Source: an optimization exercise on an open RTL-to-GDS flow (aim: small area). Production flows keep margins and buffers that such runs may drop.
RTL that was checked went through simulation tests only; none was proved equivalent to the original.

==> v6: inputs <==
// fm_voice
module fm_voice (
	input logic clk37,
	input logic rst,
	input logic cmd_valid,
	input logic [31:0] cmd_data,
	output logic signed [15:0] sample,
	output logic sample_valid,
	output logic cmd_busy
);
export LEC_CHECK = 0
export CAP_MARGIN = 20
export CORE_MARGIN = 2
export CORE_UTILIZATION = 70
export CTS_BUF_LIST = sky130_fd_sc_hd__clkbuf_16
export CTS_CLUSTER_DIAMETER = 60
export CTS_CLUSTER_SIZE = 30
export PLACE_DENSITY = 0.8
export SLEW_MARGIN = 20
create_clock -name core_clock -period 10.0 [get_ports {clk37}]
standard.sh (not shown) runs the stock make flow with config.mk's settings and CLKGATE_MAP_FILE= SYNTH_SCRIPT=/design/flow/synth_recipe.tcl, a recipe that flattens the netlist after the stock synthesis.
==> flow/flow/run.sh <==
#!/bin/bash
# The standard layout (standard.sh), except that clock tree synthesis adds
# no dummy loads to balance the tree. The full tool output goes to standard.log
# here and to the ORFS logs under orfs/logs.
set -e
cd "$(dirname "$0")/.."
export CTS_ARGS="-sink_clustering_enable -repair_clock_nets -dont_use_dummy_load -sink_clustering_size 30 -sink_clustering_max_diameter 60 -buf_list sky130_fd_sc_hd__clkbuf_16"
bash standard.sh > standard.log 2>&1
==> v25 (differences from v6) <==
--- a/flow/design.v
+++ b/flow/design.v
@@ -945,42 +945,38 @@
 	input logic cmd_valid,
 	input logic [31:0] cmd_data,
 	output logic signed [15:0] sample,
 	output logic sample_valid,
 	output logic cmd_busy
 );
 	localparam int NOPS = synth_pkg::NUM_OPS;
 	logic [2:0] s;
-	logic [2:0] s2;  
 	logic [2:0] s3;  
-	logic [2:0] s4;  
 	logic started;  
 	logic z2, z1, z0;  
 	logic clr_f;  
 	logic clr_e;
-	assign s2 = (s >= 3'd4) ? s - 3'd4 : s + 3'd2;
 	assign s3 = (s >= 3'd3) ? s - 3'd3 : s + 3'd3;
-	assign s4 = (s >= 3'd2) ? s - 3'd2 : s + 3'd4;
 	always_ff @(posedge clk37) begin
 		if (rst) begin
 			s <= 3'd3;
 			started <= 1'b0;
 			z2 <= 1'b1;
 			z1 <= 1'b1;
 			z0 <= 1'b1;
 		end else begin
 			s <= (s == 3'd5) ? 3'd0 : s + 3'd1;
 			if (s == 3'd1) started <= 1'b1;
 			if (started && s == 3'd3) z2 <= 1'b0;
 			z1 <= z2;
 			z0 <= z1;
 		end
 	end
-	assign clr_f = rst || (z0 && !started && (s == 3'd3 || s == 3'd4));  
+	assign clr_f = z0 && !started && (s[2] | (s[1] & s[0]));  
 	assign clr_e = z2;
 	logic [3:0] words_left;
 	logic cur_env;  
 	logic [2:0] cur_idx;
 	logic gate;
 	logic [5:0] mix_mask;
 	logic [31:0] fld [1:7];  
 	logic [31:0] last_q;  
@@ -1011,117 +1007,128 @@
 				if (cmd_data[31:24] == 8'd2) begin
 					gate <= cmd_data[0];
 					mix_mask <= cmd_data[13:8];
 				end
 			end
 		end
 	end
 	always_ff @(posedge clk37) begin
-		if ((cmd_valid && words_left == 4'd8) || wr_freq) fld[1] <= cmd_data;
-		for (int m = 2; m < 8; m++) begin
+		for (int m = 1; m < 8; m++) begin
 			if (cmd_valid && words_left == 4'(9 - m)) fld[m] <= cmd_data;
 		end
-		if (wr_env) last_q <= cmd_data;
+		if (last_word) last_q <= cmd_data;
 		if (wr_env) eidx <= cur_idx;
 		if (wr_freq) fidx <= cur_idx;
 	end
-	logic pend_a, pend_b, pend_r, pend_f;
+	logic pend_a, pend_b, pend_f;
 	logic live0, live3, pa0, pa3, pb3;
-	logic pf0, pf2, pf4;
-	logic ins_a0, ins_a3, ins_b3, ins_r2;
+	logic flive0, flive3, pf0, pf3;
+	logic ins_a0, ins_a3, ins_b3, ins_f0, ins_f3;
+	logic [31:0] re_inc_w;
+	logic [31:0] freq_w0, freq_w3;
 	assign live0 = wr_env && cur_idx == s;
 	assign live3 = wr_env && cur_idx == s3;
 	assign pa0 = pend_a && eidx == s;
 	assign pa3 = pend_a && eidx == s3;
 	assign pb3 = pend_b && eidx == s3;
+	assign flive0 = wr_freq && cur_idx == s;
+	assign flive3 = wr_freq && cur_idx == s3;
 	assign pf0 = pend_f && fidx == s;
-	assign pf2 = pend_f && fidx == s2;
-	assign pf4 = pend_f && fidx == s4;
+	assign pf3 = pend_f && fidx == s3;
 	assign ins_a0 = live0 || pa0;
 	assign ins_a3 = live3 || pa3;
 	assign ins_b3 = live3 || pb3;
-	assign ins_r2 = pend_r && eidx == s2;
+	assign ins_f0 = flive0 || pf0;
+	assign ins_f3 = flive3 || pf3;
+	assign re_inc_w = wr_env ? cmd_data : last_q;
+	assign freq_w0 = flive0 ? cmd_data : last_q;
+	assign freq_w3 = flive3 ? cmd_data : last_q;
 	always_ff @(posedge clk37) begin
 		if (rst) begin
 			pend_a <= 1'b0;
 			pend_b <= 1'b0;
-			pend_r <= 1'b0;
 			pend_f <= 1'b0;
 		end else begin
 			pend_a <= (wr_env && !live0 && !live3) || (pend_a && !pa0 && !pa3);
 			pend_b <= (wr_env && !live3) || (pend_b && !pb3);
-			pend_r <= wr_env || (pend_r && !ins_r2);
-			pend_f <= wr_freq || (pend_f && !pf0 && !pf2 && !pf4);
+			pend_f <= (wr_freq && !flive0 && !flive3) || (pend_f && !pf0 && !pf3);
 		end
 	end
 	logic [95:0] pa [NOPS];  
 	logic [127:0] pb [NOPS];  
 	logic [31:0] pr [NOPS];  
 	logic [31:0] pf [NOPS];  
 	logic [95:0] a_w;
 	logic [127:0] b_w;
 	assign a_w = {fld[1], fld[2], fld[3]};
 	assign b_w = {fld[4], fld[5], fld[6], fld[7]};
-	logic keep_a0, keep_a3, keep_b3, keep_r2, keep_f0, keep_f2, keep_f4;
+	logic keep_a0, keep_a3, keep_b3, keep_f0, keep_f3;
 	assign keep_a0 = !ins_a0 && !clr_e;
 	assign keep_a3 = !ins_a3 && !clr_e;
 	assign keep_b3 = !ins_b3 && !clr_e;
-	assign keep_r2 = !ins_r2 && !clr_e;
-	assign keep_f0 = !pf0 && !clr_f;
-	assign keep_f2 = !pf2 && !clr_f;
-	assign keep_f4 = !pf4 && !clr_f;
+	assign keep_f0 = !ins_f0 && !clr_f;
+	assign keep_f3 = !ins_f3 && !clr_f;
 	always_ff @(posedge clk37) begin
 		pa[0] <= pa[1];
 		pa[1] <= pa[2];
 		pa[2] <= ({96{ins_a3}} & a_w) | ({96{keep_a3}} & pa[3]);
 		pa[3] <= pa[4];
 		pa[4] <= pa[5];
 		pa[5] <= ({96{ins_a0}} & a_w) | ({96{keep_a0}} & pa[0]);
 		pr[0] <= pr[1];
-		pr[1] <= ({32{ins_r2}} & last_q) | ({32{keep_r2}} & pr[2]);
-		pr[2] <= pr[3];
+		pr[1] <= pr[2];
+		pr[2] <= ({32{ins_a3}} & re_inc_w) | ({32{keep_a3}} & pr[3]);
 		pr[3] <= pr[4];
 		pr[4] <= pr[5];
-		pr[5] <= pr[0];
+		pr[5] <= ({32{ins_a0}} & re_inc_w) | ({32{keep_a0}} & pr[0]);
 		pb[0] <= pb[1];
 		pb[1] <= pb[2];
 		pb[2] <= ({128{ins_b3}} & b_w) | ({128{keep_b3}} & pb[3]);
 		pb[3] <= pb[4];
 		pb[4] <= pb[5];
 		pb[5] <= pb[0];
 		pf[0] <= pf[1];
-		pf[1] <= ({32{pf2}} & fld[1]) | ({32{keep_f2}} & pf[2]);
-		pf[2] <= pf[3];
-		pf[3] <= ({32{pf4}} & fld[1]) | ({32{keep_f4}} & pf[4]);
+		pf[1] <= pf[2];
+		pf[2] <= ({32{ins_f3}} & freq_w3) | ({32{keep_f3}} & pf[3]);
+		pf[3] <= pf[4];
 		pf[4] <= pf[5];
-		pf[5] <= ({32{pf0}} & fld[1]) | ({32{keep_f0}} & pf[0]);
+		pf[5] <= ({32{ins_f0}} & freq_w0) | ({32{keep_f0}} & pf[0]);
 	end
 	logic [2:0] st_r [NOPS];
 	logic [31:0] cnt_r [NOPS];
 	logic [31:0] amp_r [NOPS];
 	logic [31:0] ph_r [NOPS];
 	logic gate_d1, gate_d2;
 	always_ff @(posedge clk37) begin
 		gate_d1 <= gate;
 		gate_d2 <= gate_d1;
 	end
 	logic [15:0] ph_lo;
-	logic ph_c, ph_cq;
-	logic [2:0] st1;
-	logic [15:0] isel1;
-	logic [15:0] amp_lo;
-	logic amp_c, amp_cq;
+	logic ph_c;
 	rip_add #(16) ph_lo_add (
-		.a(z1 ? 16'd0 : ph_r[1][15:0]),
-		.b(pf[1][15:0]),
+		.a(z2 ? 16'd0 : ph_r[2][15:0]),
+		.b(pf[2][15:0]),
 		.ci(1'b0),
 		.s(ph_lo),
 		.co(ph_c)
 	);
+	logic [15:0] ph_hi;
+	logic ph_cq;
+	logic [2:0] st1;
+	logic [15:0] isel1;
+	logic [15:0] amp_lo;
+	logic amp_c, amp_cq;
+	rip_add #(16) ph_hi_add (
+		.a(z1 ? 16'd0 : ph_r[1][31:16]),
+		.b(pf[1][31:16]),
+		.ci(ph_cq),
+		.s(ph_hi),
+		.co()
+	);
 	assign st1 = z1 ? 3'd0 : st_r[1];
 	always_comb begin
 		case (st1)
 			3'd1: isel1 = pa[1][47:32];  
 			3'd2: isel1 = pb[1][111:96];  
 			default: isel1 = pr[1][15:0];  
 		endcase
 	end
@@ -1131,24 +1138,16 @@
 		.ci(1'b0),
 		.s(amp_lo),
 		.co(amp_c)
 	);
 	always_ff @(posedge clk37) begin
 		ph_cq <= ph_c;
 		amp_cq <= amp_c;
 	end
-	logic [15:0] ph_hi;
-	rip_add #(16) ph_hi_add (
-		.a(z0 ? 16'd0 : ph_r[0][31:16]),
-		.b(pf[0][31:16]),
-		.ci(ph_cq),
-		.s(ph_hi),
-		.co()
-	);
 	logic [31:0] at_time, at_inc, de_time, de_inc, su_time, su_lvl, re_time, re_inc;
 	assign {at_time, at_inc, de_time} = pa[0];
 	assign {de_inc, su_time, su_lvl, re_time} = pb[0];
 	assign re_inc = pr[0];
 	logic [2:0] st;
 	logic is_i, is_s, is_r;
 	logic [31:0] tsel, amp_sum, cnt_inc;
 	logic [15:0] isel0;
@@ -1194,35 +1193,36 @@
 	assign namp = is_s ? su_lvl : ((is_i || (is_r && tr)) ? 32'd0 : amp_sum);
 	always_ff @(posedge clk37) begin
 		for (int k = 0; k < NOPS - 1; k++) begin
 			st_r[k] <= st_r[k + 1];
 			cnt_r[k] <= cnt_r[k + 1];
 			amp_r[k] <= amp_r[k + 1];
 			ph_r[k] <= ph_r[k + 1];
 		end
-		ph_r[0][15:0] <= ph_lo;
+		ph_r[1][15:0] <= ph_lo;
+		ph_r[0][31:16] <= ph_hi;
 		amp_r[0][15:0] <= amp_lo;
 		st_r[NOPS - 1] <= nst;
 		cnt_r[NOPS - 1] <= ncnt;
 		amp_r[NOPS - 1] <= namp;
-		ph_r[NOPS - 1] <= {ph_hi, ph_r[0][15:0]};
+		ph_r[NOPS - 1] <= ph_r[0];
 	end
 	logic [6:0] rom_data;
 	logic [6:0] mag;
 	logic sgn;
 	logic [18:0] acc;
 	logic [18:0] acc_new;
 	wave_rom wave_rom_inst (
-		.addr(ph_hi[14:8]),
+		.addr(ph_r[0][30:24]),
 		.data(rom_data)
 	);
 	always_ff @(posedge clk37) begin
 		mag <= mix_mask[s] ? rom_data : 7'd0;
-		sgn <= mix_mask[s] && ph_hi[15];
+		sgn <= mix_mask[s] && ph_r[0][31];
 	end
 	voice_mixer voice_mixer_inst (
 		.mag(mag),
 		.sgn(sgn),
 		.lvl(amp_r[NOPS - 1][31:16]),
 		.base((s == 3'd1) ? 19'd426752 : acc),
 		.acc_new(acc_new)
 	);
==> flow/run.sh (new file) <==
#!/bin/bash
# synth_recipe.tcl (not shown) runs the flow's synth.tcl, then flattens the netlist and writes it again
# the make line also repeats each setting of config.mk as NAME=value (left out here)
make -C /OpenROAD-flow-scripts/flow DESIGN_CONFIG=/design/flow/config.mk WORK_HOME=/design/flow/orfs CLKGATE_MAP_FILE= SYNTH_SCRIPT=/design/flow/synth_recipe.tcl finish
==> flow/config.mk (replaced) <==
export PLATFORM = sky130hd
export DESIGN_NAME = fm_voice
export DESIGN_NICKNAME = fm_voice
export VERILOG_FILES = /design/flow/design.v
export SDC_FILE = /design/flow/constraint.sdc
export NUM_CORES = 4
export LEC_CHECK = 0
export CAP_MARGIN = 20
export CORE_MARGIN = 2
export CORE_UTILIZATION = 70
export CTS_BUF_LIST = sky130_fd_sc_hd__clkbuf_8
export CTS_CLUSTER_DIAMETER = 40
export CTS_CLUSTER_SIZE = 12
export PLACE_DENSITY = 0.8
export SLEW_MARGIN = 20
removed: flow/flow/run.sh
removed: flow/standard.sh
==> flow_metrics.env <==
export IMPL_synth_seq_cells=2641
export IMPL_hold_path_end="amp_r[1][24]"
export IMPL_grt_busiest_layer="met1"
export IMPL_cts_sinks=2641
export IMPL_multi_input_area_share_pct=21.6
export IMPL_status="timing/DRC/antenna clean"
export IMPL_multi_input_gates=2230
export IMPL_dr_wl_met2_microns=62900
export IMPL_dp_slack_ps=-171
# the run above: v6

==> flow_metrics.env <==
export IMPL_status="timing/DRC/antenna clean"
export IMPL_dr_wl_met2_microns=65400
export IMPL_totalNegativeSetupSlack_ps=0
export IMPL_hold_path_end="pa[0][8]"
export IMPL_pg_seq_mw=10.7
export IMPL_multi_input_gates=2507
export IMPL_dp_slack_ps=-337
export IMPL_finalPower_mw=17.3
export IMPL_cts_sinks=2640
export IMPL_multi_input_area_share_pct=20.1
export IMPL_htreeDepth=5
export IMPL_initial_core_util_pct=70.6
export IMPL_grt_busiest_layer="met2"
# the run above: v25

For v25, only the layout was checked, not whether the RTL still works.

==> separate check: timing with driven ports <==
The flow's constraints put no driver on any port. The routed layouts listed below were extracted and timed again, unchanged, in two steps.
Step 1, drivers: a clkbuf_16 drives clk37 and a buf_2 each remaining input, both assumed.
Step 2, shift: input delay + t, output delay - t, t = (earliest + latest rising clock arrival at the registers) / 2. This alone moves slack from input paths to output paths.
Three values: no drivers, after step 1, after step 2; two values: the first two.
| run | shift t [ns] | slack for setup (ns) | worst setup path at the end | slew at the worst register clock pin (ns) |
|---|---|---|---|---|
| v6 | 0.760 | 0.334 / 0.334 / 0.334 | register to register | 0.11 / 0.11 |
| v25 | 1.004 | 0.405 / 0.405 / 0.405 | register to register | 0.08 / 0.08 |
After both steps setup and hold are still met in every run listed.
